From an optimization exercise on the open Yosys and OpenROAD flow, aimed at small area; shortcuts taken in it are not production practice.
The RTL was checked by simulation tests, not by an equivalence proof against the original design.
Power is estimated from default activity; no workload was simulated.

Design additive_synth_top, start of the top module:
module additive_synth_top (
	input wire ADC_Data_Received,
	input wire reset,
	input wire i_param_load,
	input wire [15:0] i_param_freq,
	input wire [8:0] i_param_rate,
	input wire [8:0] i_param_initial,
	input wire [15:0] i_param_spread,
	output logic o_dac_cs,
	output logic o_dac_clock,
	output logic o_dac_bit
);
Size: ~990 cells after synthesis, ~490 flip-flops.
==> flow/config.mk <==
export PLATFORM = sky130hd
export DESIGN_NAME = additive_synth_top
export DESIGN_NICKNAME = additive_synth_top
export VERILOG_FILES = /design/flow/design.v
export SDC_FILE = /design/flow/constraint.sdc
export NUM_CORES = 4
export LEC_CHECK = 0
export CAP_MARGIN = 20
export CORE_MARGIN = 2
export CORE_UTILIZATION = 40
export PLACE_DENSITY = 0.6
export SLEW_MARGIN = 20
==> flow/constraint.sdc <==
create_clock -name core_clock -period 12.0 [get_ports {ADC_Data_Received}]
set_input_delay 2.4000 -clock core_clock [delete_from_list [all_inputs] [get_ports {ADC_Data_Received}]]
set_output_delay 2.4000 -clock core_clock [all_outputs]
set_load 0.01 [all_outputs]
standard.sh (not shown) runs the stock make flow with config.mk's settings and CLKGATE_MAP_FILE= SYNTH_SCRIPT=/design/flow/synth_recipe.tcl, a recipe that flattens the netlist after the stock synthesis.
==> flow/flow/run.sh <==
#!/bin/bash
# Standard ORFS layout with a leaner clock tree (large leaf clusters, no
# dummy loads) and the smallest buffer on each port.
set -uo pipefail
bash standard.sh \
  "CTS_ARGS=-sink_clustering_enable -repair_clock_nets -buf_list sky130_fd_sc_hd__clkbuf_8 -sink_clustering_size 18 -sink_clustering_max_diameter 60 -dont_use_dummy_load" \
  "BUFFER_PORTS_ARGS=-buffer_cell sky130_fd_sc_hd__buf_1" \
  finish > orfs_make.log 2>&1
status=$?
cp -r orfs/logs orfs_logs 2>/dev/null || true
exit $status
Edit:
--- a/flow/design.v
+++ b/flow/design.v
@@ -109,24 +109,19 @@
 		adv <= {wk ? adv_in : 1'b0, adv[15:1]};
 		ac <= acn;
 	end
 	logic [14:0] x;
 	logic s;
 	logic seen_a, ain, out_a, clip, magbit;
 	logic [14:0] acc_a;
 	logic [15:0] sum_a;
 	assign ain = (w == 2'd1) && (b != 4'd15) && (head ^ seen_a);
-	logic [15:0] ca;
-	assign ca[0] = 1'b0;
-	for (genvar i = 0; i < 15; i++) begin : g_add_a
-		assign {ca[i+1], sum_a[i]} = acc_a[i] + (ain && x[i]) + ca[i];
-	end
-	assign sum_a[15] = ca[15];
+	assign sum_a = {1'b0, acc_a} + (ain ? {1'b0, x} : 16'd0);
 	assign out_a = sum_a[0];
 	assign clip = (x == 15'h4000);
 	assign magbit = out_a || clip;
 	always_ff @(posedge ADC_Data_Received) begin
 		if (w == 2'd0 && b != 4'd15)
 			x <= {tap, x[14:1]};
 		if (w == 2'd1 && b == 4'd15)
 			s <= head;
 		seen_a <= !last_word && (seen_a || head);
@@ -135,24 +130,19 @@
 	logic [8:0] lvl, acc_b;
 	logic [9:0] sum_b;
 	logic magwin, ratewin, bin, out_b, seen_b, rate_bit;
 	logic [15:0] rate_vec;
 	assign magwin = (w == 2'd1 && b >= 4'd13) || (w == 2'd2 && b <= 4'd11);
 	assign ratewin = wk && !kz && ((w == 2'd0 && b >= 4'd9) || (w == 2'd1 && b <= 4'd1));
 	assign rate_vec = {snap_rate[6:0], 7'b0, snap_rate[8], snap_rate[7]};
 	assign rate_bit = rate_vec[b];
 	assign bin = magwin ? magbit : (ratewin && rate_bit);
-	logic [9:0] cb;
-	assign cb[0] = 1'b0;
-	for (genvar i = 0; i < 9; i++) begin : g_add_b
-		assign {cb[i+1], sum_b[i]} = acc_b[i] + (bin && lvl[i]) + cb[i];
-	end
-	assign sum_b[9] = cb[9];
+	assign sum_b = {1'b0, acc_b} + (bin ? {1'b0, lvl} : 10'd0);
 	assign out_b = sum_b[0];
 	always_ff @(posedge ADC_Data_Received) begin
 		acc_b <= sum_b[9:1];
 		seen_b <= !(w == 2'd1 && b == 4'd12) && (seen_b || out_b);
 		if (!reset && copy)
 			lvl <= lv ? live_init : 9'(INITIAL_DEFAULT);
 		else if (wk && !kz && w == 2'd1 && b == 4'd2)
 			lvl <= acc_b;
 	end
Effect: The changed run completed without violations; sequential share of layout area came out lower by 2.2 points; area after synthesis grows by 3.2%; clock-buffer cell count grows by 1; power fell by 1.1%; final area grows by 3.2%.

==> re-timing with driven ports <==
No port has a modelled driver above. Below, the same layouts with a new extraction and two added sets of constraints.
Step 1 assumes that a clkbuf_16 drives the clock port and a buf_2 every other input.
Step 2 moves the port delays by t, midway between the first and last clock arrival at a register: inputs arrive t later, outputs are due t later. That takes back most of the time a late clock gives input paths.
a / b / c = no drivers / after step 1 / after step 2; a / b = the first two.
run	shift t [ns]	slack for setup (ns)	worst data-port slew with drivers (ns)	pins driven straight from the clock port
the first run	0.571	4.232 / 4.232 / 4.232	0.04	1
the second run	0.556	6.478 / 6.437 / 6.993	0.04	1
After both steps every run listed still meets setup and hold.
